Source: an optimization exercise on an open RTL-to-GDS flow (aim: small area, a short achievable clock period and few clock cycles per item). Production flows keep margins and buffers that such runs may drop. The RTL was checked by simulation tests, not by an equivalence proof against the original design. Power and IR drop assume default switching activity.

$ cat standard.sh
#!/bin/bash
# synth_recipe.tcl (not shown) runs the flow's synth.tcl, then flattens the netlist and writes it again
# the make line also repeats each setting of config.mk as NAME=value (left out here)
make -C /OpenROAD-flow-scripts/flow DESIGN_CONFIG=/design/flow/config.mk WORK_HOME=/design/flow/orfs CLKGATE_MAP_FILE= SYNTH_SCRIPT=/design/flow/synth_recipe.tcl "${@:-finish}"
$ cat constraint.sdc
create_clock -name core_clock -period 3.5 [get_ports {clock}]
set_input_delay 0.7000 -clock core_clock [delete_from_list [all_inputs] [get_ports {clock}]]
set_output_delay 0.7000 -clock core_clock [all_outputs]
set_load 0.01 [all_outputs]
$ cat flow/run.sh
#!/bin/bash
# Standard layout, with plain buf_1 cells as the port buffers and a clock tree of larger
# sink clusters without dummy loads.
set -euo pipefail
export BUFFER_PORTS_ARGS="-buffer_cell sky130_fd_sc_hd__buf_1"
export CTS_ARGS="-sink_clustering_enable -repair_clock_nets -dont_use_dummy_load -sink_clustering_size 24 -sink_clustering_max_diameter 80"
bash standard.sh > standard_flow.log 2>&1
$ cat config.mk
export PLATFORM = sky130hd
export DESIGN_NAME = text_line_statistics_top
export DESIGN_NICKNAME = text_line_statistics_top
export VERILOG_FILES = /design/flow/design.v
export SDC_FILE = /design/flow/constraint.sdc
export NUM_CORES = 4
export LEC_CHECK = 0
export CAP_MARGIN = 20
export CORE_MARGIN = 2
export CORE_UTILIZATION = 40
export SETUP_SLACK_MARGIN = 1.45
export SLEW_MARGIN = 20
$ cat design.v
`default_nettype none
package tls_pkg;
   localparam int COUNT_BITS_DEFAULT = 16;
   localparam int OUT_BITS           = 16;
   localparam int OUT_FIELDS         = 12;
   localparam int RSP_BITS           = OUT_BITS * OUT_FIELDS;
   localparam int BYTE_BITS          = 8;
   localparam logic [BYTE_BITS-1:0] NEWLINE_BYTE = 8'd10;
endpackage
`default_nettype wire
`default_nettype none
module tls_in_stage (
   input  wire logic                         clock,
   input  wire logic                         reset,
   input  wire logic                         in_valid,
   output logic                              in_ready,
   input  wire logic [tls_pkg::BYTE_BITS-1:0] in_data,
   input  wire logic                         in_eof,
   input  wire logic                         resume,      
   output logic                              out_data,    
   output logic                              out_nl,      
   output logic                              out_chr,     
   output logic                              out_line,    
   output logic                              out_empty,   
   output logic                              out_eof      
);
   logic ready_ff, data_ff, nl_ff, chr_ff, line_ff, empty_ff, eof_ff, fresh_ff;
   logic fire, take_data, is_nl;
   assign fire      = in_valid && ready_ff;
   assign take_data = fire && !in_eof;
   assign is_nl     = (in_data == tls_pkg::NEWLINE_BYTE);
   always_ff @(posedge clock) begin
      if (reset) begin
         ready_ff <= 1'b1;
         data_ff  <= 1'b0;
         nl_ff    <= 1'b0;
         chr_ff   <= 1'b0;
         line_ff  <= 1'b0;
         empty_ff <= 1'b0;
         eof_ff   <= 1'b0;
         fresh_ff <= 1'b1;
      end else begin
         ready_ff <= resume || (ready_ff && !(in_valid && in_eof));
         data_ff  <= take_data;
         nl_ff    <= take_data && is_nl;
         chr_ff   <= take_data && !is_nl;
         line_ff  <= take_data && fresh_ff;
         empty_ff <= take_data && fresh_ff && is_nl;
         eof_ff   <= fire && in_eof;
         if (resume) begin
            fresh_ff <= 1'b1;
         end else if (take_data) begin
            fresh_ff <= is_nl;
         end
      end
   end
   assign in_ready  = ready_ff;
   assign out_data  = data_ff;
   assign out_nl    = nl_ff;
   assign out_chr   = chr_ff;
   assign out_line  = line_ff;
   assign out_empty = empty_ff;
   assign out_eof   = eof_ff;
endmodule
`default_nettype wire
`default_nettype none
module tls_file_stats #(
   parameter int COUNT_BITS = tls_pkg::COUNT_BITS_DEFAULT
) (
   input  wire logic                  clock,
   input  wire logic                  clear,
   input  wire logic                  data,      
   input  wire logic                  nl,        
   input  wire logic                  chr,       
   input  wire logic                  line,      
   input  wire logic                  empty,     
   output logic [COUNT_BITS-1:0]      file_bytes,
   output logic [COUNT_BITS-1:0]      file_lines,
   output logic [COUNT_BITS-1:0]      file_empty,
   output logic [COUNT_BITS-1:0]      width_min,
   output logic [COUNT_BITS-1:0]      width_max
);
   localparam logic [COUNT_BITS-1:0] ALL_ONES  = '1;
   localparam logic [COUNT_BITS-1:0] NEAR_ONES = ALL_ONES - 1'b1;
   localparam int L = COUNT_BITS / 2;
   function automatic logic [COUNT_BITS-1:0] inc(input logic [COUNT_BITS-1:0] v,
                                                 input logic lo_ones);
      logic [COUNT_BITS-1:0] low;    
      for (int i = 0; i < L; i++) begin
         low    = ({{COUNT_BITS{1'b0}}, 1'b1} << i) - 1'b1;
         inc[i] = v[i] ^ (&(v[L-1:0] | ~low[L-1:0]));
      end
      for (int i = L; i < COUNT_BITS; i++) begin
         low    = ({{COUNT_BITS{1'b0}}, 1'b1} << i) - ({{COUNT_BITS{1'b0}}, 1'b1} << L);
         inc[i] = v[i] ^ (lo_ones & (&(v | ~low)));
      end
   endfunction
   function automatic logic lo_next(input logic [COUNT_BITS-1:0] v);
      lo_next = (v[L-1:0] == {{(L-1){1'b1}}, 1'b0});
   endfunction
   logic [COUNT_BITS-1:0] bytes_ff, lines_ff, empty_ff, len_ff, wmin_ff, wmax_ff;
   logic                  bytes_sat_ff, lines_sat_ff, empty_sat_ff, len_sat_ff;
   logic                  bytes_lo_ff, lines_lo_ff, empty_lo_ff, len_lo_ff;
   logic                  le_min_ff;   
   logic                  gt_max_ff;   
   always_ff @(posedge clock) begin
      if (clear) begin
         bytes_ff     <= '0;
         bytes_sat_ff <= 1'b0;
         bytes_lo_ff  <= 1'b0;
      end else if (data && !bytes_sat_ff) begin
         bytes_ff     <= inc(bytes_ff, bytes_lo_ff);
         bytes_lo_ff  <= lo_next(bytes_ff);
         bytes_sat_ff <= (bytes_ff == NEAR_ONES);
      end
   end
   always_ff @(posedge clock) begin
      if (clear) begin
         lines_ff     <= '0;
         lines_sat_ff <= 1'b0;
         lines_lo_ff  <= 1'b0;
      end else if (line && !lines_sat_ff) begin
         lines_ff     <= inc(lines_ff, lines_lo_ff);
         lines_lo_ff  <= lo_next(lines_ff);
         lines_sat_ff <= (lines_ff == NEAR_ONES);
      end
   end
   always_ff @(posedge clock) begin
      if (clear) begin
         empty_ff     <= '0;
         empty_sat_ff <= 1'b0;
         empty_lo_ff  <= 1'b0;
      end else if (empty && !empty_sat_ff) begin
         empty_ff     <= inc(empty_ff, empty_lo_ff);
         empty_lo_ff  <= lo_next(empty_ff);
         empty_sat_ff <= (empty_ff == NEAR_ONES);
      end
   end
   always_ff @(posedge clock) begin
      if (clear) begin
         len_ff     <= '0;
         len_sat_ff <= 1'b0;
         len_lo_ff  <= 1'b0;
         wmin_ff    <= ALL_ONES;
         wmax_ff    <= '0;
         le_min_ff  <= 1'b1;
         gt_max_ff  <= 1'b0;
      end else if (nl) begin
         if (le_min_ff) begin
            wmin_ff <= len_ff;
         end
         if (gt_max_ff) begin
            wmax_ff <= len_ff;
         end
         len_ff     <= '0;
         len_sat_ff <= 1'b0;
         len_lo_ff  <= 1'b0;
         le_min_ff  <= 1'b1;
         gt_max_ff  <= 1'b0;
      end else if (chr && !len_sat_ff) begin
         len_ff     <= inc(len_ff, len_lo_ff);
         len_lo_ff  <= lo_next(len_ff);
         len_sat_ff <= (len_ff == NEAR_ONES);
         le_min_ff  <= le_min_ff && (len_ff != wmin_ff);
         gt_max_ff  <= gt_max_ff || (len_ff == wmax_ff);
      end
   end
   assign file_bytes = bytes_ff;
   assign file_lines = lines_ff;
   assign file_empty = empty_ff;
   assign width_min  = wmin_ff;
   assign width_max  = wmax_ff;
endmodule
`default_nettype wire
`default_nettype none
module tls_totals #(
   parameter int COUNT_BITS = tls_pkg::COUNT_BITS_DEFAULT
) (
   input  wire logic                    clock,
   input  wire logic                    reset,
   input  wire logic                    start,       
   output logic                         done,        
   input  wire logic [COUNT_BITS-1:0]   file_bytes,
   input  wire logic [COUNT_BITS-1:0]   file_lines,
   input  wire logic [COUNT_BITS-1:0]   file_empty,
   output logic [7*COUNT_BITS-1:0]      words
);
   localparam int H = COUNT_BITS / 2;
   localparam int N = 14;
   localparam logic [H-1:0] ALL_ONES = '1;
   logic [H-1:0]          c_ff [0:N-1];
   logic [6:0]            w_ff;        
   logic                  stale_ff;
   logic                  hi_ff, add_ff, max_ff, cin_ff;
   logic                  pick_b_ff, pick_ones_ff, fix_ff;
   logic                  add_lo_ff, min_lo_ff, max_lo_ff;    
   logic [H-1:0]          b_ff;        
   logic [H-1:0]          bh_ff;       
   logic                  run, lo_step, next_word;
   logic                  nw_add, nw_max;
   logic [COUNT_BITS-1:0] nw16;
   logic [H-1:0]          b_raw, b_lo, r, fix;
   logic [H-1:0]          sum;
   logic                  cy, c16, use_sum;
   logic [H-1:0]          r_other;
   assign run       = |w_ff;
   assign lo_step   = run && !hi_ff;
   assign next_word = start || (run && hi_ff);    
   assign done      = w_ff[6] && hi_ff;
   assign nw_add = start || w_ff[0] || w_ff[1];
   assign nw_max = w_ff[3] || w_ff[5];
   logic ld_b_ff, ld_l_ff, ld_e_ff, ld_inv_ff;
   always_ff @(posedge clock) begin
      if (reset || (run && hi_ff && (w_ff[5] || w_ff[6]))) begin
         {ld_b_ff, ld_l_ff, ld_e_ff, ld_inv_ff} <= 4'b1000;         
      end else if (start) begin
         {ld_b_ff, ld_l_ff, ld_e_ff, ld_inv_ff} <= 4'b0100;         
      end else if (run && hi_ff) begin
         ld_b_ff   <= w_ff[1] || w_ff[2];                            
         ld_l_ff   <= w_ff[3] || w_ff[4];                            
         ld_e_ff   <= w_ff[0];                                       
         ld_inv_ff <= !w_ff[0];                                      
      end
   end
   always_comb begin
      nw16 = ({COUNT_BITS{ld_b_ff}} & file_bytes) |
             ({COUNT_BITS{ld_l_ff}} & file_lines) |
             ({COUNT_BITS{ld_e_ff}} & file_empty);
      nw16 = nw16 ^ {COUNT_BITS{ld_inv_ff}};
   end
   function automatic logic [2*H-1:0] prefix(input logic [H-1:0] x, input logic [H-1:0] y);
      logic [H-1:0] g, p, gn, pn;
      g = x & y;
      p = x | y;
      for (int d = 1; d < H; d = d * 2) begin
         gn = g;
         pn = p;
         for (int i = d; i < H; i++) begin
            gn[i] = g[i] | (p[i] & g[i-d]);
            pn[i] = p[i] & p[i-d];
         end
         g = gn;
         p = pn;
      end
      prefix = {g, p};    
   endfunction
   logic [H-1:0] gl, pl, gh, ph, xl;
   assign {gl, pl} = prefix(c_ff[0], b_ff);
   assign {gh, ph} = prefix(c_ff[1], bh_ff);
   assign xl       = (c_ff[0] | b_ff) & ~(c_ff[0] & b_ff);
   always_comb begin
      sum[0] = xl[0] ^ cin_ff;
      for (int i = 1; i < H; i++) begin
         sum[i] = xl[i] ^ (gl[i-1] | (pl[i-1] & cin_ff));
      end
   end
   assign cy  = gl[H-1] | (pl[H-1] & cin_ff);
   assign c16 = (gh[H-1] | (ph[H-1] & gl[H-1])) | (ph[H-1] & pl[H-1] & cin_ff);
   always_ff @(posedge clock) begin
      if (reset) begin
         w_ff     <= '0;
         stale_ff <= 1'b1;
      end else begin
         if (start) begin
            w_ff <= 7'd1;
         end else if (run && hi_ff) begin
            w_ff <= {w_ff[5:0], 1'b0};
         end
         if (done) begin
            stale_ff <= 1'b0;
         end
      end
   end
   always_ff @(posedge clock) begin
      hi_ff <= lo_step;
      if (next_word) begin
         add_ff <= nw_add;
         max_ff <= nw_max;
         b_ff   <= nw16[H-1:0];
         bh_ff  <= nw16[COUNT_BITS-1:H];
      end else begin
         b_ff   <= bh_ff;
      end
      cin_ff       <= next_word ? !nw_add : cy;
      add_lo_ff    <= next_word && nw_add;
      min_lo_ff    <= next_word && !nw_add && !nw_max;
      max_lo_ff    <= next_word && nw_max;
      pick_b_ff    <= stale_ff || (min_lo_ff && c16) || (max_lo_ff && !c16);
      pick_ones_ff <= add_lo_ff && c16;
      fix_ff       <= !stale_ff && (((add_lo_ff || min_lo_ff) && c16) || (max_lo_ff && !c16));
   end
   assign b_raw = add_ff ? b_ff : ~b_ff;
   assign use_sum = add_ff && !pick_b_ff && !pick_ones_ff;
   always_comb begin
      if (pick_b_ff)         r_other = b_raw;
      else if (pick_ones_ff) r_other = ALL_ONES;
      else                   r_other = c_ff[0];
   end
   assign r = use_sum ? sum : r_other;
   always_comb begin
      if (w_ff[0] || w_ff[3] || w_ff[4])      b_lo = file_bytes[H-1:0];
      else if (w_ff[1] || w_ff[5] || w_ff[6]) b_lo = file_lines[H-1:0];
      else                                    b_lo = file_empty[H-1:0];
   end
   assign fix = fix_ff ? (add_ff ? ALL_ONES : b_lo) : c_ff[N-1];
   always_ff @(posedge clock) begin
      if (run) begin
         for (int i = 0; i < N - 2; i++) begin
            c_ff[i] <= c_ff[i+1];
         end
         c_ff[N-2] <= fix;
         c_ff[N-1] <= r;
      end
   end
   always_comb begin
      for (int i = 0; i < N; i++) begin
         words[i*H +: H] = c_ff[i];
      end
   end
endmodule
`default_nettype wire
`default_nettype none
module text_line_statistics_top #(
   parameter int COUNT_BITS = tls_pkg::COUNT_BITS_DEFAULT
) (
   input  wire logic                           clock,
   input  wire logic                           reset,
   input  wire logic                           req_tvalid,
   output logic                                req_tready,
   input  wire logic [tls_pkg::BYTE_BITS-1:0]  req_tdata,   
   input  wire logic                           req_tuser,   
   output logic                                rsp_tvalid,
   input  wire logic                           rsp_tready,
   output logic [tls_pkg::RSP_BITS-1:0]        rsp_tdata
);
   logic                    s1_data, s1_nl, s1_chr, s1_line, s1_empty, s1_eof;
   logic                    rsp_valid_ff;
   logic                    last, take;
   logic [COUNT_BITS-1:0]   file_bytes, file_lines, file_empty, width_min, width_max;
   logic [7*COUNT_BITS-1:0] words;
   assign take = rsp_valid_ff && rsp_tready;
   tls_in_stage u_in_stage (
      .clock    (clock),
      .reset    (reset),
      .in_valid (req_tvalid),
      .in_ready (req_tready),
      .in_data  (req_tdata),
      .in_eof   (req_tuser),
      .resume   (take),
      .out_data  (s1_data),
      .out_nl    (s1_nl),
      .out_chr   (s1_chr),
      .out_line  (s1_line),
      .out_empty (s1_empty),
      .out_eof   (s1_eof)
   );
   tls_file_stats #(
      .COUNT_BITS (COUNT_BITS)
   ) u_file_stats (
      .clock      (clock),
      .clear      (reset || take),
      .data       (s1_data),
      .nl         (s1_nl),
      .chr        (s1_chr),
      .line       (s1_line),
      .empty      (s1_empty),
      .file_bytes (file_bytes),
      .file_lines (file_lines),
      .file_empty (file_empty),
      .width_min  (width_min),
      .width_max  (width_max)
   );
   tls_totals #(
      .COUNT_BITS (COUNT_BITS)
   ) u_totals (
      .clock      (clock),
      .reset      (reset),
      .start      (s1_eof),
      .done       (last),
      .file_bytes (file_bytes),
      .file_lines (file_lines),
      .file_empty (file_empty),
      .words      (words)
   );
   always_ff @(posedge clock) begin
      if (reset) begin
         rsp_valid_ff <= 1'b0;
      end else begin
         rsp_valid_ff <= last || (rsp_valid_ff && !rsp_tready);
      end
   end
   assign rsp_tvalid = rsp_valid_ff;
   assign rsp_tdata  = {words, width_max, width_min, file_empty, file_lines, file_bytes};
endmodule
`default_nettype wire
==> results of run 1 <==
area by class of cell:
type                       count  share of cell area
multi-input combinational    648               0.331
timing repair buffer         231              0.0813
inverter                      33             0.00980
tap                          341              0.0338
clock buffer                  15              0.0297
sequential                   264               0.514
state kept, by name (all words and copies together), names as in the netlist, 7 cells and up:
name and cells:
u_totals.c_ff 112, u_file_stats.bytes_ff 16, u_file_stats.empty_ff 16, u_file_stats.len_ff 16, u_file_stats.lines_ff 16, u_file_stats.wmax_ff 16, u_file_stats.wmin_ff 16, u_totals.b_ff 8
u_totals.bh_ff 8, u_totals.w_ff 7
logic make-up after synthesis:
logic type,after synthesis,share of synthesized area
buffers and inverters,91,0.0314
xor gates and xnor gates,107,0.0855
AOI/OAI and AO/OA,125,0.0780
and+or+nand+nor,348,0.141
muxes,30,0.0274
adders and majority gates,38,0.0438
DFF,264,0.593
power groups by stage:
stage | Clock [W] | Sequential [W] | Combinational, W
after floorplan | 0 | 0.00344 | 0.000181
after global placement | 0 | 0.00344 | 0.000282
after detailed placement | 0 | 0.00344 | 0.000285
after CTS | 0.00180 | 0.00337 | 0.000300
after global routing | 0.00187 | 0.00338 | 0.000348
final | 0.00172 | 0.00337 | 0.000311
synthesized netlist by cell type, types with 3 or more instances:
| master | count |
|---|---|
| a211oi_1 | 6 |
| a21o_1 | 3 |
| a21oi_1 | 45 |
| a222oi_1 | 17 |
| a22o_1 | 3 |
| a22oi_1 | 6 |
| a31oi_1 | 5 |
| a41oi_1 | 3 |
| and2_1 | 7 |
| and3_1 | 6 |
| buf_1 | 8 |
| clkbuf_1 | 48 |
| dfxtp_1 | 143 |
| edfxtp_1 | 121 |
| ha_1 | 36 |
| inv_1 | 33 |
| mux2i_1 | 30 |
| nand2_1 | 107 |
| nand2b_1 | 5 |
| nand3_1 | 34 |
| nand4_1 | 19 |
| nor2_1 | 131 |
| nor2b_1 | 9 |
| nor3_1 | 11 |
| nor4_1 | 4 |
| o21ai_0 | 19 |
| o22ai_1 | 3 |
| or3_1 | 3 |
| xnor2_1 | 55 |
| xor2_1 | 52 |
through the flow:
stage          setup slack, ns  utilization  hold WS [ns]  total power (W)
4_1_cts                   1.42        0.466         0.449          0.00547
5_1_grt                   1.35        0.469         0.455          0.00560
3_3_place_gp              1.30        0.447         0.427          0.00372
6_report                  1.44        0.469         0.445          0.00539
3_5_place_dp              1.25        0.447         0.432          0.00373
2_1_floorplan            -1.40            -         0.437          0.00362
worst max-delay path, delay by kind of cell, from the launching register on:
| family | cells | cell delay, ns |
|---|---|---|
| simple gates | 3 | 0.73 |
| compound gates | 2 | 0.23 |
| buf+inv | 1 | 0.17 |
| fa+ha+maj | 1 | 0.23 |
| flops | 1 | 0.42 |
how the worst max path moves through the flow:
stage	from	endpoint	slack (ns)	cells after the start
after floorplan	u_totals.w_ff[4]	u_totals.add_ff	-1.40	5
after global placement	reset	u_file_stats.lines_ff[3]	1.30	4
after detailed placement	reset	u_file_stats.lines_ff[1]	1.25	4
after CTS	u_totals.w_ff[6]	u_totals.bh_ff[5]	1.42	5
after global routing	u_totals.c_ff[0][3]	u_totals.c_ff[13][5]	1.35	7
final	u_totals.c_ff[0][3]	u_totals.c_ff[13][5]	1.44	7
per-layer routing:
layer  global-route usage  share of wire
met1                0.255           0.45
met2                0.300           0.47
met3               0.0294          0.057
met4               0.0450          0.021
met5                    0              0
what timing repair did:
action,in CTS,in global routing
cloned,1,1
gates resized for setup,4,10
pin swaps,2,4
buffers inserted,9,4
endpoints found under the setup margin,22,25
==> PnR_summary.wiki, run 1 <==
{| class="wikitable"
! Metric !! Value
|-
| Synth area leader || edfxtp_1
|-
| Post-detailed-placement half-perimeter wirelength || just under 20000 um
|-
| RSZ-0062 raised after global routing || yes
|-
| Max-cap viol count || 0
|-
| Synthesized instance count || about 1000
|-
| Min-Delay Startpoint || u_in_stage.fresh_ff
|-
| Vertical extent of the die || 170 um
|-
| Violation count after the first detailed-route iteration || 677
|-
| Maximum count of clock buffers along a single path || 3
|-
| Fillers || 2510
|-
| Hold-fix buffer count after cts || 0
|-
| Placed Area || 0.0121 mm2
|-
| Maximum number of pins on one net before global-route repair || 58
|-
| Share of the clock period used by the worst path after layout || 0.588
|-
| DRT Wirelength || 27300 um
|-
| Layout cells sized above 1 || 0.0563
|-
| Capturing point of the worst reg2reg path || u_totals.c_ff[13][5]
|-
| Final-layout setup total negative slack || 0 ns
|-
| Post-synth EDFFs || between 100 and 150
|-
| Final nets || 1243
|-
| Number of warning messages in the yosys log || 5
|-
| Final setup violation count || 0
|-
| Capturing element type of the critical path || register
|-
| Total power density per cell area || 427 mW/mm2
|-
| End of the worst hold path || u_in_stage.line_ff
|-
| Kind of critical path || register to register
|-
| CTS root buffer || clkbuf_16
|-
| Cell Rows || 60
|-
| Worst clock skew || ~0.027 ns
|-
| Beginning of the worst register-to-register path || u_totals.c_ff[0][3]
|-
| Fraction of synthesized cell area taken by the top area cell type || 0.332
|-
| Clock latency on the worst-skew pair || around 0.5 ns
|-
| Leak Pwr || 4.55 nW
|-
| Netlist area before placement || 0.0110 mm2
|-
| Vias after detailed routing || just under 8000
|-
| Ports placed on the boundary || 207
|-
| Net Sw Frac || 0.223
|-
| F_max || just under 500 MHz
|-
| Buffers added on ports || 206
|-
| Slew at the pin closest to its max-slew limit || about 0.90 ns
|-
| Total area of sequential cells || 0.00650 mm2
|-
| Crit path max fanout || 4
|-
| Cell breakdown of the critical path || buf_4 -> ha_1 -> nor3_4 -> a21oi_4 -> or3_4 -> and3_4 -> a2bb2oi_1
|-
| Final Hold Vio Count || 0
|-
| Part of the total power dissipated in the clock network || 0.318
|-
| Sequential cell fraction of total power || 0.624
|-
| Initial cell density of the core || 0.407
|-
| Number of instances on the worst hold path || 1
|-
| Number of instances in the placed design || 1501
|-
| Sw power || 0.00121 W
|-
| Layout overhead on the synthesized area || 15.3%
|-
| Final Cell Area || 0.0126 mm2
|-
| R2r worst-path depth || 7
|-
| Proportion of synthesized flip-flops having asynchronous set or reset || 0
|-
| CTS tree || built
|-
| Via count of the first global-routing pass || 7234
|-
| Predominant post-synthesis flop cell || dfxtp_1
|-
| Drt drc || 0
|-
| Diodes inserted || 0
|-
| Master of the slowest instance on the critical path || edfxtp_1
|-
| Non-Filler Instances || 1532
|-
| Arrival time of data at the critical path endpoint || 2.26 ns
|-
| Maximum single-stage delay on the critical path || 0.42 ns
|-
| Number of antenna violations at the first check in global routing || 0
|-
| Final Max Slew Viols || 0
|-
| Worst supply voltage drop on vdd || around 0.27 mV
|-
| Count of different cell masters after synthesis || 55
|-
| Chip Width || 170 um
|-
| Per-instance average area after synthesis || 10.9 um2
|-
| Placer Congestion || 0.841
|-
| Worst slew margin || 0.399
|-
| Cell internal pwr || 0.00419 W
|-
| Syn nets || 1053
|-
| Commonest non-fill, non-tap cells in the layout || 206 x buf_1, 138 x dfxtp_1, 131 x nor2_1, 121 x edfxtp_1, 107 x nand2_1
|-
| Total global-route track usage || 0.183
|-
| Detailed-routing iteration count for the pre-antenna-repair pass || 6
|-
| Number of clock sinks || between 200 and 300
|-
| Total area of multi-input combinational cells || 0.00419 mm2
|-
| CTS buffer count || 15
|-
| Leading cell type in the layout, fill and taps excluded || buf_1
|-
| Vias per cell || slightly above 5
|-
| Critical Path RT || between 3 and 4 ns
|-
| Class of the tightest hold or removal check || register to register
|-
| Die Area || 0.0287 mm2
|-
| Share of total power in combinational logic || 0.058
|-
| Worst-case register-to-register setup slack || 1.44 ns
|-
| H-tree levels || 1
|-
| Status || finished clean
|-
| Total overflow reported by the global router || 0
|-
| Clock period minus final worst setup slack || between 2 and 2.5 ns
|-
| Final antenna-violating net count || 0
|-
| Leading post-synthesis cells by cell area || edfxtp_1 33%, dfxtp_1 26%, nor2_1 4.5%
|-
| Sequential element share of the synthesized area || 0.593
|-
| Post-detailed-route wirelength per cell || ~18 um
|-
| Area of the placeable core || 0.0270 mm2
|-
| Post-CTS clock slew at the launch and capture registers of the worst setup and hold paths || 0.10 ns
|-
| First-pass GRT wire length || 41300 um
|-
| Type of element launching the critical path || register
|-
| FF+latch count, synth || 264
|}
Testbench counts, summed over its fixed seeds: cycles 102,685, items 100,653.
==> run 2: changes to the inputs <==
--- a/config.mk
+++ b/config.mk
@@ -9,4 +9,4 @@
 export CORE_MARGIN = 2
 export CORE_UTILIZATION = 40
-export SETUP_SLACK_MARGIN = 1.45
+export SETUP_SLACK_MARGIN = 1.3
 export SLEW_MARGIN = 20
==> run 2 against run 1 <==
  * Sequential share of layout area grew 0.16 points
  * Critical endpoint unchanged
  * First-iteration DRC count grew 13%
  * Die area unchanged
  * Non-clock buffer count decreased by 3
  * Maximum frequency fell by 5.1%
  * Highest routed layer unchanged
==> PnR_summary.wiki, run 2 <==
{| class="wikitable"
! Metric !! Value
|-
| Status || finished clean
|-
| Worst slew margin || 0.421 (+0.0218)
|-
| Layout overhead on the synthesized area || 15.0%
|-
| Slew at the pin closest to its max-slew limit || 0.868 ns (-0.0326 ns)
|-
| Final nets || 1240 (-0.24%)
|-
| Worst clock skew || 0.0249 ns (-0.00169 ns)
|-
| CTS tree || built
|-
| Critical Path RT || 3.71 ns (about the same)
|-
| Vertical extent of the die || 170 um (unchanged)
|-
| Initial cell density of the core || 0.407 (unchanged)
|-
| Min-Delay Startpoint || u_totals.c_ff[6][3]
|-
| Via count of the first global-routing pass || 7303 (+0.95%)
|-
| Total power density per cell area || 428 mW/mm2 (+0.19%)
|-
| Diodes inserted || 0 (unchanged)
|-
| Detailed-routing iteration count for the pre-antenna-repair pass || 5 (-1)
|-
| Synthesized instance count || 1003 (unchanged)
|-
| Commonest cells in the synthesized netlist || 143 x dfxtp_1, 131 x nor2_1, 121 x edfxtp_1
|-
| Type of element launching the critical path || register
|-
| Top delay family on crit path || simple AND/OR/NAND/NOR gates
|-
| Maximum count of clock buffers along a single path || 3 (unchanged)
|-
| Cell breakdown of the critical path || inv_1 -> ha_2 -> nor3b_1 -> nor3_2 -> a21oi_4 -> or3_2 -> and3_1 -> a2bb2oi_1
|-
| Leading cell type by number of instances after synthesis || dfxtp_1
|-
| Final setup violation count || 0 (unchanged)
|-
| Least setup slack across all paths after layout || 1.33 ns (-0.111 ns)
|-
| Worst supply voltage drop on vdd || 0.248 mV (-8.2%)
|-
| Crit path max fanout || 4 (unchanged)
|-
| Synth area leader || edfxtp_1
|-
| FF+latch count, synth || 264 (unchanged)
|-
| Final antenna-violating net count || 0 (unchanged)
|-
| CTS root buffer || clkbuf_16
|-
| Placement Setup Slack || 1.24 ns (-0.0138 ns)
|-
| Post-synth EDFFs || 121 (unchanged)
|-
| Total global-route track usage || 0.182 (-0.00140)
|-
| Sequential element share of the synthesized area || 0.593 (unchanged)
|-
| CTS buffer count || 15 (unchanged)
|-
| Master of the slowest instance on the critical path || edfxtp_1
|-
| Number of clock sinks || 264 (unchanged)
|-
| Post-detailed-route wirelength per cell || 17.8 um (+0.25%)
|-
| Capturing element type of the critical path || register
|-
| Total overflow reported by the global router || 0 (unchanged)
|-
| Die Area || 0.0287 mm2 (unchanged)
|-
| Final Max Slew Viols || 0 (unchanged)
|-
| Leak Pwr || 4.53 nW (-0.54%)
|-
| Syn nets || 1053 (unchanged)
|-
| Number of antenna violations at the first check in global routing || 0 (unchanged)
|-
| Timing startpoint of the critical path || u_totals.c_ff[0][2]
|-
| Fraction of synthesized cell area taken by the top area cell type || 0.332 (unchanged)
|-
| Design Power || 0.00539 W (-0.11%)
|-
| Share of the clock period used by the worst path after layout || 0.619 (+0.0318)
|-
| First-pass GRT wire length || 41400 um (+0.18%)
|-
| H-tree levels || 1 (unchanged)
|-
| Clock latency on the worst-skew pair || 0.49 ns (about the same)
|-
| Maximum number of pins on one net before global-route repair || 115 (+98%)
|-
| Area of the placeable core || 0.0270 mm2 (unchanged)
|-
| F_max || 461 MHz (-5.1%)
|-
| Buffers added on ports || 206 (unchanged)
|-
| DRT Wirelength || 27300 um (about the same)
|-
| Proportion of synthesized flip-flops having asynchronous set or reset || 0 (unchanged)
|-
| Class of the tightest hold or removal check || register to register
|-
| Vias after detailed routing || 7882 (+0.17%)
|-
| Kind of critical path || register to register
|-
| Commonest non-fill, non-tap cells in the layout || 206 x buf_1, 138 x dfxtp_1, 131 x nor2_1, 121 x edfxtp_1, 107 x nand2_1
|-
| Sum of buffers and inverters on the critical path || 1 (unchanged)
|-
| Post-CTS clock slew at the launch and capture registers of the worst setup and hold paths || 0.10 ns (about the same)
|-
| Leading cell type in the layout, fill and taps excluded || buf_1
|-
| Vias per cell || 5.16 (+0.36%)
|-
| Beginning of the worst register-to-register path || u_totals.c_ff[0][2]
|-
| Number of warning messages in the yosys log || 5 (unchanged)
|-
| Netlist area before placement || 0.0110 mm2 (unchanged)
|-
| Ports placed on the boundary || 207 (unchanged)
|-
| Leading post-synthesis cells by cell area || edfxtp_1 33%, dfxtp_1 26%, nor2_1 4.5%
|-
| Arrival time of data at the critical path endpoint || 2.37 ns (+0.11 ns)
|-
| RSZ-0062 raised after global routing || yes
|-
| Chip Width || 170 um (unchanged)
|-
| Cell Rows || 60 (unchanged)
|-
| Post-detailed-placement half-perimeter wirelength || 19500 um (+0.60%)
|-
| Final Hold Vio Count || 0 (unchanged)
|-
| Max-cap viol count || 0 (unchanged)
|-
| Per-instance average area after synthesis || 10.9 um2 (unchanged)
|-
| Count of different cell masters after synthesis || 55 (unchanged)
|-
| Placer Congestion || 0.835 (-0.62%)
|-
| Drt drc || 0 (unchanged)
|-
| Layout cells sized above 1 || 0.0530 (-0.00322)
|-
| Register containing the most flip-flops in the final layout || u_totals.c_ff
|-
| Final cell utilization of the core || 0.468 (-0.00144)
|-
| Hold-fix buffer count after cts || 0 (unchanged)
|-
| Clock period minus final worst setup slack || 2.17 ns (+0.111 ns)
|-
| Violation count after the first detailed-route iteration || 764 (+13%)
|-
| Maximum single-stage delay on the critical path || 0.45 ns (+0.03 ns)
|-
| Predominant post-synthesis flop cell || dfxtp_1
|-
| Flip-flop count of the largest register, all copies and words added || 112 (unchanged)
|}
==> run 2: changes by cell type in the layout (fill, tap and decap cells not counted), sizes merged <==
cell,before,now
bufbuf,1,0
buf,229,227
==> run 2: what timing repair did <==
item	4_1_cts	5_1_grt
pin swaps	1	9
buffers inserted	1	9
gates cloned	0	1
hold endpoints to repair	0	0
endpoints found under the setup margin	5	18
resized for setup	1	14
==> run 2: layout make-up <==
type,instances,area [um2]
Multi-Input combinational cell,648,4170
Inverter,33,124
Clock buffer,15,375
Timing Repair Buffer,228,1000
Fill cell,2551,14300
Sequential cell,264,6500
Tap cell,341,427
==> run 2: per-stage QoR <==
stage / area (um2) / hold WS (ns) / setup TNS, ns / instances
2_1_floorplan: 11000 / 0.437 / -140.93 / 1003
3_3_place_gp: 12100 / 0.427 / 0 / 1502
3_5_place_dp: 12100 / 0.430 / 0 / 1502
4_1_cts: 12400 / 0.450 / 0 / 1518
5_1_grt: 12600 / 0.461 / 0 / 1529
6_report: 12600 / 0.450 / 0 / 1529
==> run 2: worst paths after layout <==
check | slack, ns | end | cells after the start
setup reg to reg | 1.33 | u_totals.c_ff[13][5] | 8
setup / recovery | 1.33 | u_totals.c_ff[13][5] | 8
hold / removal | 0.45 | u_totals.c_ff[5][3] | 0
hold reg to reg | 0.45 | u_totals.c_ff[5][3] | 0
==> run 2: worst register-to-register path, stage by stage, from the launching register on <==
cell	delay (ns)
edfxtp_1	0.45
inv_1	0.09
ha_2	0.17
nor3b_1	0.06
nor3_2	0.28
a21oi_4	0.11
or3_2	0.42
and3_1	0.17
a2bb2oi_1	0.13
==> run 2: routing by layer <==
layer	GRT usage	vias to the layer above	routed length, um
met4	0.0349	0	474
met1	0.254	3745	12500
met2	0.302	271	12500
met5	0	-	0
li1	-	3838	-
met3	0.0289	28	1760
==> run 2: cells by family (layout without fill, tap and decap cells) <==
| logic type | after synthesis | count (layout) | share of synthesized area |
|---|---|---|---|
| AOI/OAI and AO/OA | 125 | 125 | 0.0780 |
| xor gates and xnor gates | 107 | 107 | 0.0855 |
| adders and majority gates | 38 | 38 | 0.0438 |
| buffers and inverters | 91 | 276 | 0.0314 |
| DFF | 264 | 264 | 0.593 |
| muxes | 30 | 30 | 0.0274 |
| and+or+nand+nor | 348 | 348 | 0.141 |
==> run 2: power by group <==
| part | internal, W | switching, W |
|---|---|---|
| Combinational | 0.000115 | 0.000188 |
| Clock | 0.000770 | 0.000946 |
| Sequential | 0.00330 | 0.0000704 |
| Total | 0.00418 | 0.00121 |
==> run 3: changes to the inputs <==
--- a/config.mk
+++ b/config.mk
@@ -9,4 +9,4 @@
 export CORE_MARGIN = 2
 export CORE_UTILIZATION = 40
-export SETUP_SLACK_MARGIN = 1.3
+export SETUP_SLACK_MARGIN = 1.6
 export SLEW_MARGIN = 20
==> run 3 against run 2 <==
  * Die area is the same
  * Largest power group unchanged
  * Via count up 0.72%
  * Final area up 1.9%
  * Critical path depth stayed put
  * Synthesized cell count is the same
  * Non-clock buffer count grew 11
  * Area after synthesis is the same
  * First-iteration DRC count up 7.2%
==> PnR_summary.wiki, run 3 <==
{| class="wikitable"
! Metric !! Value
|-
| CTS root buffer || clkbuf_16
|-
| Clock latency on the worst-skew pair || 0.50 ns (about the same)
|-
| Cell breakdown of the critical path || inv_2 -> ha_4 -> nand2b_4 -> a2111o_1 -> a21oi_4 -> a21boi_2 -> xor2_1 -> a31oi_1
|-
| Beginning of the worst register-to-register path || u_totals.c_ff[0][0]
|-
| Clock period minus final worst setup slack || 2.05 ns (-0.114 ns)
|-
| Number of instances in the placed design || 1502 (unchanged)
|-
| CTS buffer count || 16 (+1)
|-
| Buffers added on ports || 206 (unchanged)
|-
| R2r worst-path depth || 8 (unchanged)
|-
| Leading cell type by number of instances after synthesis || dfxtp_1
|-
| RSZ-0062 raised after global routing || yes
|-
| Post-CTS clock slew at the launch and capture registers of the worst setup and hold paths || 0.08 ns (-0.02 ns)
|-
| Worst-case register-to-register setup slack || 1.45 ns (+0.11 ns)
|-
| Total global-route track usage || 0.184 (+0.00251)
|-
| First-pass GRT wire length || 41500 um (+0.23%)
|-
| Slew at the pin closest to its max-slew limit || 0.880 ns (+0.0126 ns)
|-
| Fillers || 2518 (-1.3%)
|-
| Worst slew margin || 0.412 (-0.00840)
|-
| Top delay family on crit path || compound AO/OA/AOI/OAI gates
|-
| Worst clock skew || 0.0475 ns (+0.0226 ns)
|-
| Kind of critical path || register to register
|-
| End of the worst hold path || u_totals.c_ff[6][7]
|-
| Commonest cells in the synthesized netlist || 143 x dfxtp_1, 131 x nor2_1, 121 x edfxtp_1
|-
| Design Power || 0.00546 W (+1.2%)
|-
| Critical Path RT || 3.80 ns (+0.09 ns)
|-
| H-tree levels || 1 (unchanged)
|-
| Min-Delay Startpoint || u_totals.c_ff[7][7]
|-
| Register containing the most flip-flops in the final layout || u_totals.c_ff
|-
| Synthesized instance count || 1003 (unchanged)
|-
| Number of warning messages in the yosys log || 5 (unchanged)
|-
| Placer Congestion || 0.843 (+0.91%)
|-
| Class of the tightest hold or removal check || register to register
|-
| Count of different cell masters after synthesis || 55 (unchanged)
|-
| DRT Wirelength || 27300 um (about the same)
|-
| Number of instances on the worst hold path || 0 (unchanged)
|-
| Drt drc || 0 (unchanged)
|-
| Initial cell density of the core || 0.407 (unchanged)
|-
| Crit path max fanout || 4 (unchanged)
|-
| Max-cap viol count || 0 (unchanged)
|-
| Final cell utilization of the core || 0.477 (+0.00896)
|-
| Vias per cell || 5.15 (-0.13%)
|-
| Predominant post-synthesis flop cell || dfxtp_1
|-
| Non-Filler Instances || 1542 (+0.85%)
|-
| Sequential element share of the synthesized area || 0.593 (unchanged)
|-
| Final-layout setup total negative slack || 0 ns (unchanged)
|-
| Vias after detailed routing || 7939 (+0.72%)
|-
| Sum of buffers and inverters on the critical path || 1 (unchanged)
|-
| Vertical extent of the die || 170 um (unchanged)
|-
| Netlist area before placement || 0.0110 mm2 (unchanged)
|-
| Capturing element type of the critical path || register
|-
| Leak Pwr || 4.65 nW (+2.6%)
|-
| Final setup violation count || 0 (unchanged)
|-
| Final Max Slew Viols || 0 (unchanged)
|-
| Commonest non-fill, non-tap cells in the layout || 200 x buf_1, 130 x nor2_1, 121 x edfxtp_1, 116 x dfxtp_1, 106 x nand2_1
|-
| Total power density per cell area || 425 mW/mm2 (-0.67%)
|-
| Layout overhead on the synthesized area || 17.2%
|-
| Area of the placeable core || 0.0270 mm2 (unchanged)
|-
| CTS tree || built
|-
| Die Area || 0.0287 mm2 (unchanged)
|-
| Arrival time of data at the critical path endpoint || 2.35 ns (-0.02 ns)
|-
| Final antenna-violating net count || 0 (unchanged)
|-
| Violation count after the first detailed-route iteration || 819 (+7.2%)
|-
| Fraction of synthesized cell area taken by the top area cell type || 0.332 (unchanged)
|-
| F_max || 487 MHz (+5.6%)
|-
| Type of element launching the critical path || register
|-
| Number of antenna violations at the first check in global routing || 0 (unchanged)
|-
| Ports placed on the boundary || 207 (unchanged)
|-
| Detailed-routing iteration count for the pre-antenna-repair pass || 7 (+2)
|-
| Diodes inserted || 0 (unchanged)
|-
| Flip-flop count of the largest register, all copies and words added || 112 (unchanged)
|-
| Proportion of synthesized flip-flops having asynchronous set or reset || 0 (unchanged)
|-
| Share of the clock period used by the worst path after layout || 0.587 (-0.0327)
|-
| Per-instance average area after synthesis || 10.9 um2 (unchanged)
|-
| Chip Width || 170 um (unchanged)
|-
| Final Hold Vio Count || 0 (unchanged)
|-
| Maximum single-stage delay on the critical path || 0.42 ns (-0.03 ns)
|-
| Syn nets || 1053 (unchanged)
|-
| Maximum number of pins on one net before global-route repair || 71 (-38%)
|-
| Hold-fix buffer count after cts || 0 (unchanged)
|-
| FF+latch count, synth || 264 (unchanged)
|-
| Fin Hold WS || 0.443 ns (-0.00723 ns)
|-
| Number of clock sinks || 264 (unchanged)
|-
| Leading cell type in the layout, fill and taps excluded || buf_1
|-
| Capturing point of the worst reg2reg path || u_totals.c_ff[13][6]
|-
| Cell Rows || 60 (unchanged)
|-
| Status || finished clean
|-
| Post-synth EDFFs || 121 (unchanged)
|-
| Final nets || 1253 (+1.0%)
|-
| Worst supply voltage drop on vdd || 0.232 mV (-6.6%)
|-
| Layout cells sized above 1 || 0.0933 (+0.0402)
|-
| Synth area leader || edfxtp_1
|-
| Master of the slowest instance on the critical path || a2111o_1
|-
| Leading post-synthesis cells by cell area || edfxtp_1 33%, dfxtp_1 26%, nor2_1 4.5%
|-
| Post-detailed-route wirelength per cell || 17.7 um (-0.82%)
|-
| Via count of the first global-routing pass || 7365 (+0.85%)
|-
| Post-detailed-placement half-perimeter wirelength || 19500 um (about the same)
|-
| Total overflow reported by the global router || 0 (unchanged)
|-
| Maximum count of clock buffers along a single path || 3 (unchanged)
|}
run 3: cell counts after synthesis:
No cell type changed its count.
run 3: power breakdown:
part / internal (W) / switching, W / leakage, nW
Clock: 0.000818 / 0.000944 / 0.197
Sequential: 0.00330 / 0.0000696 / 2.28
Combinational: 0.000128 / 0.000197 / 2.17
Total: 0.00424 / 0.00121 / 4.65
run 3: cell type report:
cell class / count / area [um2] / share of cell area
sequential: 264 / 6530 / 0.508
multi-input combinational: 648 / 4230 / 0.329
timing repair buffer: 239 / 1120 / 0.0873
tap: 341 / 427 / 0.0332
clock buffer: 16 / 400 / 0.0312
inverter: 33 / 128 / 0.00994
timing repair inverter: 1 / 7.51 / 0.000585
run 3: logic make-up (layout without fill, tap and decap cells):
family,count (synthesis),count (layout),share of synthesized area
muxes,30,30,0.0274
adders and majority gates,38,38,0.0438
and+or+nand+nor,348,348,0.141
buffers and inverters,91,289,0.0314
xor gates and xnor gates,107,107,0.0855
AOI/OAI and AO/OA,125,125,0.0780
DFF,264,264,0.593
run 3: layer usage:
metal  up-vias  track usage  routed length (um)
met3        43       0.0392                1950
li1       3864            -                   -
met4         0       0.0438                 546
met1      3772        0.251               12100
met2       260        0.302               12600
met5         -            0                   0
run 3: how the worst max path moves through the flow:
stage	from	to	slack [ns]	cells past startpoint
after floorplan	u_totals.w_ff[4]	u_totals.add_ff	-1.40	5
after global placement	u_totals.w_ff[1]	u_totals.c_ff[11][5]	1.08	5
after detailed placement	u_totals.w_ff[1]	u_totals.c_ff[10][1]	1.04	5
after CTS	u_totals.c_ff[0][1]	u_totals.c_ff[13][5]	1.43	7
after global routing	u_totals.b_ff[0]	u_totals.c_ff[13][5]	1.34	8
final	u_totals.c_ff[0][0]	u_totals.c_ff[13][6]	1.45	8
run 3: metrics by stage:
step	setup slack (ns)	area [um2]
finish	1.45	12800
floorplan	-1.40	11000
CTS	1.43	12700
global placement	1.08	12100
detailed placement	1.04	12100
global route	1.34	12800
run 3: timing repair:
item,in CTS,in global routing
setup endpoints to repair,110,95
setup buffers,12,9
gates resized for setup,40,26
pin swaps,4,6
gates cloned,2,0
==> run 4: changes to the inputs <==
--- a/config.mk
+++ b/config.mk
@@ -8,5 +8,5 @@
 export CAP_MARGIN = 20
 export CORE_MARGIN = 2
-export CORE_UTILIZATION = 40
-export SETUP_SLACK_MARGIN = 1.6
+export CORE_UTILIZATION = 65
+export SETUP_SLACK_MARGIN = 1.45
 export SLEW_MARGIN = 20
==> run 4 against run 3 <==
  * Clock power decreased by 5%
  * Register-to-register slack worse by 0.05 ns
  * Utilization increased by 28 points
  * First-iteration DRC count shrank 27%
  * Largest cell class unchanged
==> PnR_summary.wiki, run 4 <==
{| class="wikitable"
! Metric !! Value
|-
| Total power density per cell area || 429 mW/mm2 (+1.1%)
|-
| Type of element launching the critical path || register
|-
| Capturing point of the worst reg2reg path || u_totals.c_ff[13][5]
|-
| Area of the placeable core || 0.0165 mm2 (-39%)
|-
| Vertical extent of the die || 134 um (-21%)
|-
| Maximum number of pins on one net before global-route repair || 58 (-18%)
|-
| Post-detailed-placement half-perimeter wirelength || 18100 um (-7.3%)
|-
| Layout cells sized above 1 || 0.0539 (-0.0394)
|-
| Per-instance average area after synthesis || 10.9 um2 (unchanged)
|-
| Flip-flop count of the largest register, all copies and words added || 112 (unchanged)
|-
| Final setup violation count || 0 (unchanged)
|-
| Post-Synth Simple-Gate Area || 0.141 (unchanged)
|-
| Vias per cell || 5.70 (+11%)
|-
| R2r worst-path depth || 8 (unchanged)
|-
| Syn nets || 1053 (unchanged)
|-
| Post-synth EDFFs || 121 (unchanged)
|-
| CTS buffer count || 15 (-1)
|-
| Clock period minus final worst setup slack || 2.10 ns (+0.0479 ns)
|-
| Via count of the first global-routing pass || 7311 (-0.73%)
|-
| Die Area || 0.0179 mm2 (-38%)
|-
| Fin Hold WS || 0.454 ns (+0.0113 ns)
|-
| DRT Wirelength || 25300 um (-7.3%)
|-
| Final Max Slew Viols || 0 (unchanged)
|-
| Critical Path RT || 3.71 ns (-0.09 ns)
|-
| First-pass GRT wire length || 39000 um (-5.9%)
|-
| FF+latch count, synth || 264 (unchanged)
|-
| Sequential element share of the synthesized area || 0.593 (unchanged)
|-
| Sum of buffers and inverters on the critical path || 1 (unchanged)
|-
| Synthesized instance count || 1003 (unchanged)
|-
| Post-synthesis share of cell area spent on full adders, half adders and majority gates || 0.0438 (unchanged)
|-
| Arrival time of data at the critical path endpoint || 2.31 ns (-0.04 ns)
|-
| Status || finished clean
|-
| Count of different cell masters after synthesis || 55 (unchanged)
|-
| CTS root buffer || clkbuf_16
|-
| Buffers added on ports || 206 (unchanged)
|-
| Vias after detailed routing || 8026 (+1.1%)
|-
| Chip Width || 134 um (-21%)
|-
| Netlist area before placement || 0.0110 mm2 (unchanged)
|-
| Ports placed on the boundary || 207 (unchanged)
|-
| Leading post-synthesis cells by cell area || edfxtp_1 33%, dfxtp_1 26%, nor2_1 4.5%
|-
| Synth area leader || edfxtp_1
|-
| Proportion of synthesized area in mux cells || 0.0274 (unchanged)
|-
| Max-cap viol count || 0 (unchanged)
|-
| Post-CTS clock slew at the launch and capture registers of the worst setup and hold paths || 0.09 ns (about the same)
|-
| Hold-fix buffer count after cts || 0 (unchanged)
|-
| Master of the slowest instance on the critical path || edfxtp_1
|-
| Predominant post-synthesis flop cell || dfxtp_1
|-
| Number of instances in the placed design || 1380 (-8.1%)
|-
| Final Hold Vio Count || 0 (unchanged)
|-
| End of the worst hold path || u_totals.c_ff[8][5]
|-
| Detailed-routing iteration count for the pre-antenna-repair pass || 5 (-2)
|-
| Number of antenna violations at the first check in global routing || 1 (+1)
|-
| Least setup slack across all paths after layout || 1.40 ns (-0.0479 ns)
|-
| Placer Congestion || 0.935 (+11%)
|-
| Worst slew margin || 0.428 (+0.0154)
|-
| Commonest cells in the synthesized netlist || 143 x dfxtp_1, 131 x nor2_1, 121 x edfxtp_1
|-
| Dominant combinational cell family by area after synthesis || simple AND/OR/NAND/NOR gates
|-
| Layout overhead on the synthesized area || 13.8%
|-
| Placement Setup Slack || 1.28 ns (+0.235 ns)
|-
| Final-layout setup total negative slack || 0 ns (unchanged)
|-
| Proportion of synthesized flip-flops having asynchronous set or reset || 0 (unchanged)
|-
| F_max || 476 MHz (-2.3%)
|-
| Final antenna-violating net count || 0 (unchanged)
|-
| Final nets || 1240 (-1.0%)
|-
| Complex-gate fraction of the synthesized area || 0.0780 (unchanged)
|-
| Kind of critical path || register to register
|-
| Leading cell type in the layout, fill and taps excluded || buf_1
|-
| Number of clock sinks || 264 (unchanged)
|-
| Share of the clock period used by the worst path after layout || 0.600 (+0.0137)
|-
| Non-Filler Instances || 1409 (-8.6%)
|-
| Final cell utilization of the core || 0.755 (+0.278)
|-
| Violation count after the first detailed-route iteration || 594 (-27%)
|-
| Register containing the most flip-flops in the final layout || u_totals.c_ff
|-
| Commonest non-fill, non-tap cells in the layout || 206 x buf_1, 138 x dfxtp_1, 131 x nor2_1, 121 x edfxtp_1, 107 x nand2_1
|-
| Leading cell type by number of instances after synthesis || dfxtp_1
|-
| Clock latency on the worst-skew pair || 0.47 ns (-0.03 ns)
|-
| Worst-case register-to-register setup slack || 1.40 ns (-0.05 ns)
|-
| Number of instances on the worst hold path || 0 (unchanged)
|-
| Capturing element type of the critical path || register
|-
| RSZ-0062 raised after global routing || yes
|-
| Leak Pwr || 4.54 nW (-2.3%)
|-
| Beginning of the worst register-to-register path || u_totals.c_ff[0][1]
|-
| Worst supply voltage drop on vdd || 0.372 mV (+61%)
|-
| CTS tree || built
|-
| Cell Rows || 47 (-22%)
|-
| Initial cell density of the core || 0.663 (+0.257)
|-
| Cell breakdown of the critical path || ha_2 -> nor3b_2 -> nor3_2 -> buf_4 -> a21oi_4 -> or3_4 -> and3_4 -> a2bb2oi_1
|-
| Slew at the pin closest to its max-slew limit || 0.857 ns (-0.0231 ns)
|-
| Maximum count of clock buffers along a single path || 3 (unchanged)
|-
| Post-detailed-route wirelength per cell || 17.9 um (+1.4%)
|-
| H-tree levels || 1 (unchanged)
|-
| Number of warning messages in the yosys log || 5 (unchanged)
|-
| Worst clock skew || 0.0297 ns (-0.0178 ns)
|-
| Fraction of synthesized cell area taken by the top area cell type || 0.332 (unchanged)
|-
| Class of the tightest hold or removal check || register to register
|-
| Min-Delay Startpoint || u_totals.c_ff[9][5]
|-
| Top delay family on crit path || simple AND/OR/NAND/NOR gates
|-
| Total global-route track usage || 0.277 (+0.0924)
|-
| Crit path max fanout || 4 (unchanged)
|-
| Drt drc || 0 (unchanged)
|-
| Maximum single-stage delay on the critical path || 0.46 ns (+0.04 ns)
|-
| Total overflow reported by the global router || 0 (unchanged)
|-
| Xor/xnor share of the synthesized area || 0.0855 (unchanged)
|}
run 4: cell counts after synthesis:
Identical to the previous run, type by type.
run 4: power breakdown:
| group | leakage [nW] | switching (W) | internal (W) | total [W] |
|---|---|---|---|---|
| Clock | 0.185 | 0.000906 | 0.000769 | 0.00167 |
| Sequential | 2.27 | 0.0000705 | 0.00330 | 0.00337 |
| Combinational | 2.09 | 0.000188 | 0.000119 | 0.000307 |
run 4: layout make-up:
cell class | count | area [um2]
Antenna cell | 1 | 2.50
Multi-Input combinational cell | 648 | 4180
Tap cell | 220 | 275
Sequential cell | 264 | 6500
Inverter | 33 | 124
Clock buffer | 15 | 375
Timing Repair Buffer | 228 | 1010
Fill cell | 1188 | 4060
run 4: stage by stage:
| step | cell area (um2) | total power (W) |
|---|---|---|
| 2_1_floorplan | 11000 | 0.00362 |
| 3_3_place_gp | 11900 | 0.00371 |
| 3_5_place_dp | 11900 | 0.00372 |
| 4_1_cts | 12400 | 0.00537 |
| 5_1_grt | 12500 | 0.00551 |
| 6_report | 12500 | 0.00535 |
run 4: cells by family after synthesis:
group / after synthesis
AO/OA/AOI/OAI: 125
XOR/XNOR: 107
adder cells (fa/ha/maj): 38
buffers and inverters: 91
flip-flops: 264
multiplexers: 30
AND/OR/NAND/NOR: 348
run 4: worst max-delay path by stage:
stage | depth (start not counted) | to | from
floorplan | 5 | u_totals.add_ff | u_totals.w_ff[4]
global placement | 5 | u_file_stats.le_min_ff | reset
detailed placement | 4 | u_file_stats.empty_ff[2] | reset
CTS | 7 | u_totals.c_ff[13][5] | u_totals.c_ff[0][1]
global route | 8 | u_totals.c_ff[13][5] | u_totals.c_ff[0][1]
finish | 8 | u_totals.c_ff[13][5] | u_totals.c_ff[0][1]
run 4: per-layer routing:
layer | share of wire | global-route usage | up-vias
met5 | 0 | 0 | -
met3 | 0.067 | 0.0416 | 44
met2 | 0.49 | 0.470 | 282
met1 | 0.42 | 0.375 | 3865
li1 | - | - | 3835
met4 | 0.027 | 0.0762 | 0
run 4: timing repair:
item	in CTS	in global routing
endpoints found under the setup margin	19	19
gates cloned	1	1
pin swaps	4	7
hold endpoints to repair	0	0
resized for setup	7	5
buffers inserted	4	6
==> run 5: changes to the inputs <==
--- a/config.mk
+++ b/config.mk
@@ -8,5 +8,5 @@
 export CAP_MARGIN = 20
 export CORE_MARGIN = 2
-export CORE_UTILIZATION = 65
+export CORE_UTILIZATION = 55
 export SETUP_SLACK_MARGIN = 1.45
 export SLEW_MARGIN = 20
==> run 5 against run 4 <==
  * Final cell count rose by 3.0%
  * Area after synthesis did not move
  * Non-clock buffer count fell by 2
  * Critical path depth did not move
  * Register-to-register slack improved by 0.06 ns
  * Wire length rose by 0.89%
  * Worst hold slack got worse by 0.0020 ns
==> PnR_summary.wiki, run 5 <==
{| class="wikitable"
! Metric !! Value
|-
| Status || finished clean
|-
| Worst supply voltage drop on vdd || 0.370 mV (-0.56%)
|-
| Kind of critical path || register to register
|-
| Via count of the first global-routing pass || 7218 (-1.3%)
|-
| Proportion of synthesized flip-flops having asynchronous set or reset || 0 (unchanged)
|-
| Area of the placeable core || 0.0195 mm2 (+18%)
|-
| Ports placed on the boundary || 207 (unchanged)
|-
| Chip Width || 145 um (+8.5%)
|-
| Final Hold Vio Count || 0 (unchanged)
|-
| Design Power || 0.00534 W (-0.15%)
|-
| Detailed-routing iteration count for the pre-antenna-repair pass || 6 (+1)
|-
| Maximum number of pins on one net before global-route repair || 115 (+98%)
|-
| Min-Delay Startpoint || u_totals.c_ff[5][5]
|-
| Beginning of the worst register-to-register path || u_totals.c_ff[0][0]
|-
| Layout overhead on the synthesized area || 14.2%
|-
| Arrival time of data at the critical path endpoint || 2.40 ns (+0.09 ns)
|-
| Flip-flop count of the largest register, all copies and words added || 112 (unchanged)
|-
| Worst slew margin || 0.350 (-0.0783)
|-
| CTS root buffer || clkbuf_16
|-
| Maximum single-stage delay on the critical path || 0.41 ns (-0.05 ns)
|-
| Post-synth EDFFs || 121 (unchanged)
|-
| Hold-fix buffer count after cts || 0 (unchanged)
|-
| F_max || 489 MHz (+2.8%)
|-
| Placer Congestion || 0.876 (-6.3%)
|-
| Post-detailed-placement half-perimeter wirelength || 18300 um (+1.0%)
|-
| Vias per cell || 5.42 (-4.9%)
|-
| Capturing point of the worst reg2reg path || u_totals.fix_ff
|-
| Crit path max fanout || 4 (unchanged)
|-
| H-tree levels || 1 (unchanged)
|-
| Number of antenna violations at the first check in global routing || 0 (-1)
|-
| Register containing the most flip-flops in the final layout || u_totals.c_ff
|-
| Vias after detailed routing || 7864 (-2.0%)
|-
| Type of element launching the critical path || register
|-
| Fraction of synthesized cell area taken by the top area cell type || 0.332 (unchanged)
|-
| Vertical extent of the die || 145 um (+8.5%)
|-
| Total power density per cell area || 427 mW/mm2 (-0.53%)
|-
| Commonest cells in the synthesized netlist || 143 x dfxtp_1, 131 x nor2_1, 121 x edfxtp_1
|-
| Final setup violation count || 0 (unchanged)
|-
| Layout cells sized above 1 || 0.0565 (+0.00262)
|-
| Number of warning messages in the yosys log || 5 (unchanged)
|-
| Commonest non-fill, non-tap cells in the layout || 206 x buf_1, 138 x dfxtp_1, 131 x nor2_1, 121 x edfxtp_1, 107 x nand2_1
|-
| CTS buffer count || 15 (unchanged)
|-
| Netlist area before placement || 0.0110 mm2 (unchanged)
|-
| Non-Filler Instances || 1451 (+3.0%)
|-
| Slew at the pin closest to its max-slew limit || 0.976 ns (+0.119 ns)
|-
| End of the worst hold path || u_totals.c_ff[4][5]
|-
| CTS tree || built
|-
| Total overflow reported by the global router || 0 (unchanged)
|-
| Leak Pwr || 4.52 nW (-0.47%)
|-
| Class of the tightest hold or removal check || register to register
|-
| Master of the slowest instance on the critical path || a2111o_1
|-
| DRT Wirelength || 25500 um (+0.89%)
|-
| Synthesized instance count || 1003 (unchanged)
|-
| Post-CTS clock slew at the launch and capture registers of the worst setup and hold paths || 0.08 ns (about the same)
|-
| Fin Hold WS || 0.452 ns (-0.00195 ns)
|-
| Leading cell type by number of instances after synthesis || dfxtp_1
|-
| Leading post-synthesis cells by cell area || edfxtp_1 33%, dfxtp_1 26%, nor2_1 4.5%
|-
| Sum of buffers and inverters on the critical path || 1 (unchanged)
|-
| Total global-route track usage || 0.237 (-0.0401)
|-
| Synth area leader || edfxtp_1
|-
| Die Area || 0.0211 mm2 (+18%)
|-
| Capturing element type of the critical path || register
|-
| Violation count after the first detailed-route iteration || 603 (+1.5%)
|-
| Final nets || 1238 (-0.16%)
|-
| Number of instances on the worst hold path || 0 (unchanged)
|-
| Syn nets || 1053 (unchanged)
|-
| Share of the clock period used by the worst path after layout || 0.584 (-0.0163)
|-
| Cell breakdown of the critical path || inv_2 -> ha_4 -> nand2b_4 -> a2111o_1 -> a21oi_4 -> a21boi_4 -> o311a_4 -> mux2i_2
|-
| Buffers added on ports || 206 (unchanged)
|-
| R2r worst-path depth || 8 (unchanged)
|-
| Initial cell density of the core || 0.561 (-0.102)
|-
| Worst clock skew || 0.0224 ns (-0.00725 ns)
|-
| Leading cell type in the layout, fill and taps excluded || buf_1
|-
| Per-instance average area after synthesis || 10.9 um2 (unchanged)
|-
| RSZ-0062 raised after global routing || yes
|-
| Final antenna-violating net count || 0 (unchanged)
|-
| Maximum count of clock buffers along a single path || 3 (unchanged)
|-
| Fillers || 1661 (+40%)
|-
| Number of clock sinks || 264 (unchanged)
|-
| Cell Rows || 51 (+8.5%)
|-
| Clock latency on the worst-skew pair || 0.48 ns (about the same)
|-
| Number of instances in the placed design || 1426 (+3.3%)
|-
| First-pass GRT wire length || 40000 um (+2.5%)
|-
| Final Max Slew Viols || 0 (unchanged)
|-
| Predominant post-synthesis flop cell || dfxtp_1
|-
| FF+latch count, synth || 264 (unchanged)
|-
| Post-detailed-route wirelength per cell || 17.6 um (-2.0%)
|-
| Diodes inserted || 0 (-1)
|-
| Worst-case register-to-register setup slack || 1.46 ns (+0.06 ns)
|-
| Critical Path RT || 3.86 ns (+0.15 ns)
|-
| Clock period minus final worst setup slack || 2.04 ns (-0.0571 ns)
|-
| Sequential element share of the synthesized area || 0.593 (unchanged)
|-
| Max-cap viol count || 0 (unchanged)
|-
| Drt drc || 0 (unchanged)
|-
| Count of different cell masters after synthesis || 55 (unchanged)
|-
| Top delay family on crit path || compound AO/OA/AOI/OAI gates
|}
[run 5: repair_timing]
action | 4_1_cts | 5_1_grt
gates cloned | 0 | 1
gates resized for setup | 12 | 10
endpoints found under the setup margin | 26 | 10
pin swaps | 6 | 2
buffers inserted | 8 | 1
[run 5: layer usage]
metal / vias up / GRT usage / wire length, um
li1: 3838 / - / -
met5: - / 0 / 0
met2: 244 / 0.390 / 12000
met3: 38 / 0.0412 / 1680
met1: 3744 / 0.332 / 11300
met4: 0 / 0.0490 / 531
[run 5: worst max-delay path by stage]
stage | cells past startpoint | endpoint | from
floorplan | 5 | u_totals.add_ff | u_totals.w_ff[4]
global placement | 5 | u_file_stats.le_min_ff | reset
detailed placement | 5 | u_file_stats.len_ff[1] | reset
CTS | 8 | u_totals.fix_ff | u_totals.c_ff[0][0]
global route | 8 | u_totals.c_ff[13][7] | u_totals.c_ff[0][0]
finish | 8 | u_totals.fix_ff | u_totals.c_ff[0][0]
[run 5: cell families after synthesis]
kind of cell	Yosys count	synth area share
AO/OA/AOI/OAI	125	0.0780
adder cells (fa/ha/maj)	38	0.0438
flip-flops	264	0.593
buffers and inverters	91	0.0314
XOR/XNOR	107	0.0855
multiplexers	30	0.0274
AND/OR/NAND/NOR	348	0.141
[run 5: cell type report]
| cell class | instances | area (um2) | share of cell area |
|---|---|---|---|
| Timing Repair Buffer | 226 | 948 | 0.0758 |
| Multi-Input combinational cell | 648 | 4230 | 0.338 |
| Tap cell | 265 | 332 | 0.0265 |
| Clock buffer | 15 | 375 | 0.0300 |
| Sequential cell | 264 | 6500 | 0.520 |
| Inverter | 33 | 124 | 0.00990 |
[run 5: power breakdown]
part	leakage [nW]	switching (W)	internal, W
registers	2.27	0.0000705	0.00330
logic	2.06	0.000189	0.000114
clock network	0.185	0.000902	0.000769
[run 5: per-stage QoR]
| step | setup WS (ns) | util | TNS [ns] | instance area (um2) |
|---|---|---|---|---|
| global route | 1.38 | 0.641 | 0 | 12500 |
| finish | 1.46 | 0.641 | 0 | 12500 |
| global placement | 1.21 | 0.613 | 0 | 12000 |
| floorplan | -1.40 | - | -140.93 | 11000 |
| CTS | 1.43 | 0.637 | 0 | 12400 |
| detailed placement | 1.20 | 0.613 | 0 | 12000 |

-- static timing again, ports no longer ideal --
In the flow no input, the clock included, has a driving cell. The finished layouts below were timed again as built, in two steps. Step 1 (the two cells are an assumption about what drives the block):
set clk [get_ports {clock}]
set_driving_cell -lib_cell sky130_fd_sc_hd__clkbuf_16 $clk
set_driving_cell -lib_cell sky130_fd_sc_hd__buf_2 [delete_from_list [all_inputs] $clk]
Step 2 times the ports against the registers' clock, not the clock port: input delays grow and output delays shrink by t, the midpoint of the rising clock arrivals with the driver on. Three values: ideal, step 1, step 2; two values: the first two.
run	t (ns)	slack for setup (ns)	cell pins on the clock port's net
run 1	0.526	1.444 / 1.434 / 1.268	1
run 2	0.520	1.332 / 1.332 / 1.272	1
run 3	0.520	1.447 / 1.447 / 1.298	1
run 4	0.508	1.399 / 1.399 / 1.171	1
run 5	0.513	1.456 / 1.456 / 1.204	1
After both steps every run listed still meets setup and hold. The setup slack of run 5, which loses most, moves by 0.000 ns with the drivers and by -0.252 ns with both steps.
